This design comes from an exercise in tuning for small area, a short achievable clock period and few clock cycles per item on the open sky130 flow, not from production work. RTL that was checked went through simulation tests only; none was proved equivalent to the original. Power is estimated from default activity; no workload was simulated.

// classifier
module classifier
(
   input  logic        clk,
   input  logic        local_rst,
   output logic        addr_valid,
   input  logic        addr_ready,
   output logic [20:0] addr,
   input  logic        din_valid,
   output logic        din_ready,
   input  logic [41:0] din,
   input  logic        stddev_valid,
   output logic        stddev_ready,
   input  logic [15:0] stddev,
   output logic        result_valid,
   input  logic        result_ready,
   output logic        result
);
For scale: roughly 760 cells after synthesis, ~53 flip-flops, ~90 I/O pins, ~6000 sq um of cells after synthesis.
==> flow/config.mk <==
export PLATFORM = sky130hd
export DESIGN_NAME = classifier
export DESIGN_NICKNAME = classifier
export VERILOG_FILES = /design/flow/design.v
export SDC_FILE = /design/flow/constraint.sdc
export NUM_CORES = 4
export LEC_CHECK = 0
export ABC_AREA = 1
export CAP_MARGIN = 20
export CORE_MARGIN = 2
export CORE_UTILIZATION = 40
export SLEW_MARGIN = 20
==> flow/constraint.sdc <==
create_clock -name core_clock -period 9.0 [get_ports {clk}]
set_input_delay 1.8000 -clock core_clock [delete_from_list [all_inputs] [get_ports {clk}]]
set_output_delay 1.8000 -clock core_clock [all_outputs]
set_load 0.01 [all_outputs]
run.sh (not shown) runs the stock make flow with config.mk's settings and CLKGATE_MAP_FILE= SYNTH_SCRIPT=/design/flow/synth_recipe.tcl, a recipe that flattens the netlist after the stock synthesis.
Then changed:
==> flow/flow/run.sh (new file) <==
#!/bin/bash
# Standard layout, with the smallest buffer on the ports.
set -euo pipefail
export BUFFER_PORTS_ARGS="-buffer_cell sky130_fd_sc_hd__buf_1"
bash standard.sh finish > standard_finish.log 2>&1
==> flow/standard.sh (new file) <==
#!/bin/bash
# synth_recipe.tcl (not shown) runs the flow's synth.tcl, then flattens the netlist and writes it again
# the make line also repeats each setting of config.mk as NAME=value (left out here)
make -C /OpenROAD-flow-scripts/flow DESIGN_CONFIG=/design/flow/config.mk WORK_HOME=/design/flow/orfs CLKGATE_MAP_FILE= SYNTH_SCRIPT=/design/flow/synth_recipe.tcl "${@:-finish}"
removed: flow/run.sh
Outcome:
- area after synthesis is unchanged
- power came out lower by 0.80%
- cell area came out lower by 7.3%
- sequential power hardly moves
- combinational power came out lower by 4.4%
- non-clock buffer count is unchanged
- worst setup slack gets better by 0.12 ns
- first-iteration DRC count came out lower by 2.9%
- cell count does not change
Function was not checked in any run of this note: the RTL went through the layout flow alone.


Another version of the RTL of classifier (not shown whole).
Size in the first run: about 620 cells after synthesis, roughly 56 flip-flops, ~90 I/O pins, about 0.0053 mm² of cells after synthesis.
==> flow/config.mk <==
export PLATFORM = sky130hd
export DESIGN_NAME = classifier
export DESIGN_NICKNAME = classifier
export VERILOG_FILES = /design/flow/design.v
export SDC_FILE = /design/flow/constraint.sdc
export NUM_CORES = 4
export LEC_CHECK = 0
export ABC_AREA = 1
export CAP_MARGIN = 20
export CORE_MARGIN = 2
export CORE_UTILIZATION = 60
export SETUP_SLACK_MARGIN = 5
export SLEW_MARGIN = 20
==> flow/constraint.sdc <==
create_clock -name core_clock -period 9.0 [get_ports {clk}]
set_input_delay 1.8000 -clock core_clock [delete_from_list [all_inputs] [get_ports {clk}]]
set_output_delay 1.8000 -clock core_clock [all_outputs]
set_load 0.01 [all_outputs]
standard.sh (not shown) runs the stock make flow with config.mk's settings and CLKGATE_MAP_FILE= SYNTH_SCRIPT=/design/flow/synth_recipe.tcl, a recipe that flattens the netlist after the stock synthesis.
==> flow/flow/run.sh <==
#!/bin/bash
# Standard layout, with the smallest buffer on the ports.
set -euo pipefail
export BUFFER_PORTS_ARGS="-buffer_cell sky130_fd_sc_hd__buf_1"
bash standard.sh finish > standard_finish.log 2>&1
The first run produced a clean layout.
Testbench counts at the start, summed over its fixed seeds: cycles 82,658, windows 4,800.
==> next run, changes <==
- CAP_MARGIN: 20 -> 0
- CORE_UTILIZATION: 60 -> 40
- SLEW_MARGIN: 20 -> 0
After rerunning:
- The changed run completed with no timing, DRC or antenna violations
- total power rose by 4.8%
- utilization fell by 22 points
- final cell count rose by 7.5%
- die area rose by 48%
- first-iteration DRC count rose by 15%
- setup slack improves by 92 ps
- routed wire length fell by 1.2%
- design area rose by 1.1%
- non-clock buffer count fell by 2
- clock skew rose by 3.4 ps
==> next run, changes <==
- CAP_MARGIN: 0 -> 20
- SETUP_SLACK_MARGIN: 5 -> default
- SLEW_MARGIN: 0 -> 20
Result: Clock-buffer cell count does not change. Power decreases by 0.56%. Synthesized area does not change. Clock power barely changes. Register-to-register slack loses 230 ps.
==> next run, changes <==
- SETUP_SLACK_MARGIN: default -> 5
What happened: The changed run completed with no timing, DRC or antenna violations. Cell count climbs by about 0.6%. Hold slack is about the same. Fmax grows by 8.7%. Worst setup slack gets better by 340 ps. Utilization rose by 0.60 points. Critical path depth went up by 10. Routed wire length climbs by 1.0%. Combinational power rises by about 2%. Final area went up by about 1.3%. Count of clock-buffer cells in the layout stays the same. Total power came out higher by 0.61%.

-- static timing again, ports no longer ideal --
In the flow no input, the clock included, has a driving cell. The finished layouts below were timed again as built, in two steps. Step 1, drivers: a clkbuf_16 drives clk and a buf_2 each remaining input, both assumed. Step 2 moves the port delays by t, midway between the first and last clock arrival at a register: inputs arrive t later, outputs are due t later. That takes back most of the time a late clock gives input paths. a / b / c = no drivers / after step 1 / after step 2; a / b = the first two.
run	t (ns)	slack for setup (ns)	hold WS [ns]	worst setup path at the end	worst data-port slew with drivers (ns)
the first run of note 1	0.346	2.933 / 2.933 / 2.683	0.450 / 0.450 / 0.450	input to register	0.05
the second run of note 1	0.339	3.049 / 3.049 / 2.990	0.461 / 0.461 / 0.461	input to register	0.06
the first run of note 2	0.349	5.050 / 5.017 / 5.081	0.471 / 0.471 / 0.471	input to register	0.04
the second run of note 2	0.337	5.142 / 5.103 / 5.105	0.469 / 0.469 / 0.469	input to register	0.04
the third run of note 2	0.335	4.806 / 4.768 / 5.035	0.470 / 0.470 / 0.470	register to register	0.04
the fourth run of note 2	0.337	5.141 / 5.103 / 5.105	0.469 / 0.469 / 0.469	input to register	0.04
After both steps every run listed still meets setup and hold. The setup slack of the first run of note 1, which loses most, moves by 0.000 ns with the drivers and by -0.250 ns with both steps.
